Source: an optimization exercise on an open RTL-to-GDS flow (aim: small area). Production flows keep margins and buffers that such runs may drop.
Only simulation tests tie the RTL to the original design; equivalence was not proved.
Power figures rest on the tool's default switching activity, not on a simulated workload.

==> inputs of branch indigo <==
## byte_ring_fifo_with_search
module byte_ring_fifo_with_search (
    input  logic               aclk,
    input  logic               aresetn,
    input  logic               s_valid,
    output logic               s_ready,
    input  logic [19:0]        s_data,
    output logic               m_valid,
    input  logic               m_ready,
    output logic [29:0]        m_data,
    input  logic               cfg_valid,
    output logic               cfg_ready,
    input  logic [6:0]         cfg_data
);
clock: 7.0 ns
lec_check: 0
cap_margin: 20
core_margin: 2
core_utilization: 70
place_density: 0.85
slew_margin: 20
standard.sh (not shown) runs the stock make flow with config.mk's settings and CLKGATE_MAP_FILE= SYNTH_SCRIPT=/design/flow/synth_recipe.tcl, a recipe that flattens the netlist after the stock synthesis.
==> flow/flow/run.sh <==
#!/bin/bash
# Own layout flow: the standard flow (standard synthesis unchanged), with the port
# buffers made of the smallest buffer cell and the clock tree built with the options below.
set -euo pipefail
export BUFFER_PORTS_ARGS="-buffer_cell sky130_fd_sc_hd__buf_1"
export CTS_ARGS="-sink_clustering_enable -repair_clock_nets -dont_use_dummy_load -sink_clustering_size 32 -sink_clustering_max_diameter 50 -buf_list {sky130_fd_sc_hd__clkbuf_16}"
bash standard.sh > standard_flow.log 2>&1
==> branch cedar (differences from branch indigo) <==
==> flow/flow/run.sh (replaced) <==
#!/bin/bash
# Own layout flow: the standard flow (standard synthesis unchanged), with the port
# buffers made of the smallest buffer cell and the clock tree built with the options below.
set -euo pipefail
export BUFFER_PORTS_ARGS="-buffer_cell sky130_fd_sc_hd__buf_1"
export CTS_ARGS="-sink_clustering_enable -repair_clock_nets -dont_use_dummy_load -sink_clustering_size 36 -sink_clustering_max_diameter 60 -buf_list {sky130_fd_sc_hd__clkbuf_16}"
bash standard.sh > standard_flow.log 2>&1
==> flow/config.mk (replaced) <==
export PLATFORM = sky130hd
export DESIGN_NAME = byte_ring_fifo_with_search
export DESIGN_NICKNAME = byte_ring_fifo_with_search
export VERILOG_FILES = /design/flow/design.v
export SDC_FILE = /design/flow/constraint.sdc
export NUM_CORES = 4
export LEC_CHECK = 0
export CAP_MARGIN = 20
export CORE_MARGIN = 2
export CORE_UTILIZATION = 40
export SLEW_MARGIN = 20
==> branch quartz (differences from branch indigo) <==
==> flow/flow/run.sh (replaced) <==
#!/bin/bash
# Own layout flow: the standard flow (standard synthesis unchanged), with the port
# buffers made of the smallest buffer cell and the clock tree built with the options below.
set -euo pipefail
export BUFFER_PORTS_ARGS="-buffer_cell sky130_fd_sc_hd__buf_1"
export CTS_ARGS="-sink_clustering_enable -repair_clock_nets -dont_use_dummy_load -sink_clustering_size 36 -sink_clustering_max_diameter 45 -buf_list {sky130_fd_sc_hd__clkbuf_16}"
bash standard.sh > standard_flow.log 2>&1
==> branch yarrow (differences from branch indigo) <==
--- a/flow/design.v
+++ b/flow/design.v
@@ -42,43 +42,41 @@
     output logic               cfg_ready,
     input  logic [6:0]         cfg_data
 );
     localparam int N = 63;
     logic [8*N-1:0] ring;        
     logic [5:0]     pos;         
     logic [5:0]     fill_reg;    
-    logic [5:0]     len_reg;     
+    logic [5:0]     lm_reg;      
     logic           mv_reg;      
     logic           go_reg;      
     logic           cr_reg;      
     logic [1:0]     sts_reg;
-    logic           rbv_reg;     
-    logic [7:0]     val_reg;     
-    logic [7:0]     rb_out;
-    logic [5:0]     fp_out;
+    logic [7:0]     rb_reg;
+    logic [5:0]     fp_reg;      
     logic [3:0]     op;
     logic [7:0]     kb, kp, pb;
     logic [5:0]     free_cnt;
     logic           full, empty, eq_f, eq_p, at_end, act;
     logic           key_hit, cr_hit, lf_hit;
     logic           done, wr, rm, rm_keep, clr, inc, rb_ld, fp_ld, fp_keep, cr_set;
     logic [1:0]     sts_n;
-    logic [5:0]     cfg_len;
+    logic [5:0]     cfg_lm;
     assign op = s_data[19:16];
     assign kb = s_data[15:8];
     assign kp = s_data[7:0];
     assign pb = ring[8*N-1 -: 8];
     brfs_cell u_cmp (
         .byte_in(pb),
         .key    (kb),
         .key_hit(key_hit),
         .cr_hit (cr_hit),
         .lf_hit (lf_hit)
     );
-    assign free_cnt = len_reg + ~fill_reg;     
+    assign free_cnt = lm_reg - fill_reg;
     assign full     = (free_cnt == 6'd0);
     assign empty    = (fill_reg == 6'd0);
     assign eq_f     = (pos == fill_reg);
     assign eq_p     = (kp[7:6] == 2'b00) && (pos == kp[5:0]);
     assign at_end   = eq_f || (go_reg && pos == 6'd0);
     assign act      = s_valid && !mv_reg && (go_reg || pos == 6'd0);
     always_comb begin
@@ -183,22 +181,20 @@
                         done  = 1'b1;
                         sts_n = ST_NOT_FOUND;
                     end
                 endcase
             end
         end
     end
-    assign cfg_len = (cfg_data < 7'd2)   ? 6'd2 :
-                     (cfg_data >= 7'd64) ? 6'd0 : cfg_data[5:0];
+    assign cfg_lm = (cfg_data < 7'd2)  ? 6'd1 :
+                    (cfg_data > 7'd64) ? 6'd63 : 6'(cfg_data - 7'd1);
     assign s_ready   = done;
     assign cfg_ready = !mv_reg;
     assign m_valid   = mv_reg;
-    assign rb_out    = rbv_reg ? val_reg : 8'd0;
-    assign fp_out    = rbv_reg ? 6'd63 : val_reg[5:0];
-    assign m_data    = {sts_reg, rb_out, {2{&fp_out}}, fp_out, fill_reg, free_cnt};
+    assign m_data    = {sts_reg, rb_reg, {2{&fp_reg}}, fp_reg, fill_reg, free_cnt};
     always_ff @(posedge aclk) begin
         ring <= {ring[8*N-9:0], wr ? kb : pb};
     end
     always_ff @(posedge aclk) begin
         if (!aresetn) begin
             pos <= 6'd0;
         end else if (rm) begin
@@ -208,38 +204,35 @@
         end else begin
             pos <= pos + 6'd1;
         end
     end
     always_ff @(posedge aclk) begin
         if (!aresetn) begin
             fill_reg <= 6'd0;
-            len_reg  <= 6'd0;
+            lm_reg   <= 6'd63;
             mv_reg   <= 1'b0;
         end else begin
             if (cfg_valid && !mv_reg) begin
-                len_reg  <= cfg_len;
+                lm_reg   <= cfg_lm;
                 fill_reg <= 6'd0;
             end else if (clr) begin
                 fill_reg <= 6'd0;
             end else begin
                 fill_reg <= fill_reg + (rm ? ~pos : 6'd0) + {5'd0, inc | rm_keep};
             end
             mv_reg <= mv_reg ? !m_ready : done;
         end
     end
     always_ff @(posedge aclk) begin
         go_reg <= act && !done;
         cr_reg <= act && !done && (cr_reg || cr_set);
         if (!mv_reg) begin
             sts_reg <= sts_n;
-            rbv_reg       <= rb_ld;
-            val_reg[7:6]  <= pb[7:6];
-            if (rb_ld) begin
-                val_reg[5:0] <= pb[5:0];
-            end else if (fp_ld) begin
-                val_reg[5:0] <= pos;
+            rb_reg  <= rb_ld ? pb : 8'd0;
+            if (fp_ld) begin
+                fp_reg <= pos;
             end else if (!(cr_reg && (fp_keep || !done))) begin
-                val_reg[5:0] <= 6'd63;
+                fp_reg <= 6'd63;
             end
         end
     end
 endmodule
==> flow/run.sh (new file) <==
#!/bin/bash
# synth_recipe.tcl (not shown) runs the flow's synth.tcl, then flattens the netlist and writes it again
# the make line also repeats each setting of config.mk as NAME=value (left out here)
make -C /OpenROAD-flow-scripts/flow DESIGN_CONFIG=/design/flow/config.mk WORK_HOME=/design/flow/orfs CLKGATE_MAP_FILE= SYNTH_SCRIPT=/design/flow/synth_recipe.tcl finish
==> flow/config.mk (replaced) <==
export PLATFORM = sky130hd
export DESIGN_NAME = byte_ring_fifo_with_search
export DESIGN_NICKNAME = byte_ring_fifo_with_search
export VERILOG_FILES = /design/flow/design.v
export SDC_FILE = /design/flow/constraint.sdc
export NUM_CORES = 4
export LEC_CHECK = 0
export CAP_MARGIN = 20
export CORE_MARGIN = 2
export CORE_UTILIZATION = 40
export SLEW_MARGIN = 20
removed: flow/flow/run.sh
removed: flow/standard.sh
==> run summary <==
metric	branch indigo	branch quartz	branch cedar	branch yarrow
Initial antenna violation count	1	1	0	2
Worst R2R Setup Slack	2.82 ns	2.63 ns	2.89 ns	2.53 ns
Met3 capacity usage during global routing	3.07%	3.56%	1.97%	2.98%
Status	no timing/DRC/antenna violations	no timing/DRC/antenna violations	no timing/DRC/antenna violations	no timing/DRC/antenna violations
Mapped Cells	804	804	804	828
Fmax	0.201 GHz	0.196 GHz	0.202 GHz	0.182 GHz
Power consumption	4.75 mW	4.84 mW	4.68 mW	5.98 mW
Stages on the worst setup path	9	9	9	8
Relative contribution of the clock network to total power	32.5%	33.7%	31.4%	45.2%
First-iteration detailed-routing DRC count	372	328	283	283
Site row count	49	49	65	65
Area delta synth->final	8.89%	9.48%	10.3%	21.1%
Placed wire-length estimate after detailed placement	11100 um	11100 um	10100 um	10900 um
Count of flip-flops with a built-in enable after synthesis	11	11	11	16
Clock Latency Late Sink	0.56 ns	0.58 ns	0.56 ns	0.56 ns
CTS H-tree depth	1	1	1	2
Layout Skew	0.0637 ns	0.0760 ns	0.0742 ns	0.0245 ns
Worst setup startpoint	s_data[18]	s_data[18]	s_data[18]	s_data[19]
Met1 Usage GRT	28.1%	29.1%	15.3%	15.6%
Drt via density	5.06	5.11	4.19	4.19
Worst hold endpoint	ring[491]	ring[481]	ring[445]	ring[332]

## re-timing with driven ports
In the flow no input, the clock included, has a driving cell. The finished layouts below were timed again as built, in two steps.
Step 1, drivers: a clkbuf_16 drives aclk and a buf_2 each remaining input, both assumed.
Step 2 times the ports against the registers' clock, not the clock port: input delays grow and output delays shrink by t, the midpoint of the rising clock arrivals with the driver on.
a / b / c = ideal / step 1 / step 2; a / b = the first two.
run	t (ns)	slack for setup (ns)	latest minus earliest clock arrival (ns)	worst register clock-pin slew, ns	cell pins on the clock port's net
branch indigo	0.570	2.023 / 1.976 / 1.976	0.064 / 0.064	0.11 / 0.11	1
branch cedar	0.573	2.052 / 2.021 / 2.021	0.075 / 0.074	0.12 / 0.12	1
branch quartz	0.582	1.894 / 1.844 / 1.844	0.076 / 0.076	0.12 / 0.12	1
branch yarrow	0.590	1.494 / 1.456 / 1.456	0.032 / 0.032	0.06 / 0.06	1
After both steps every run listed still meets setup and hold. The setup slack of branch quartz, which loses most, moves by -0.050 ns with the drivers and by -0.050 ns with both steps.
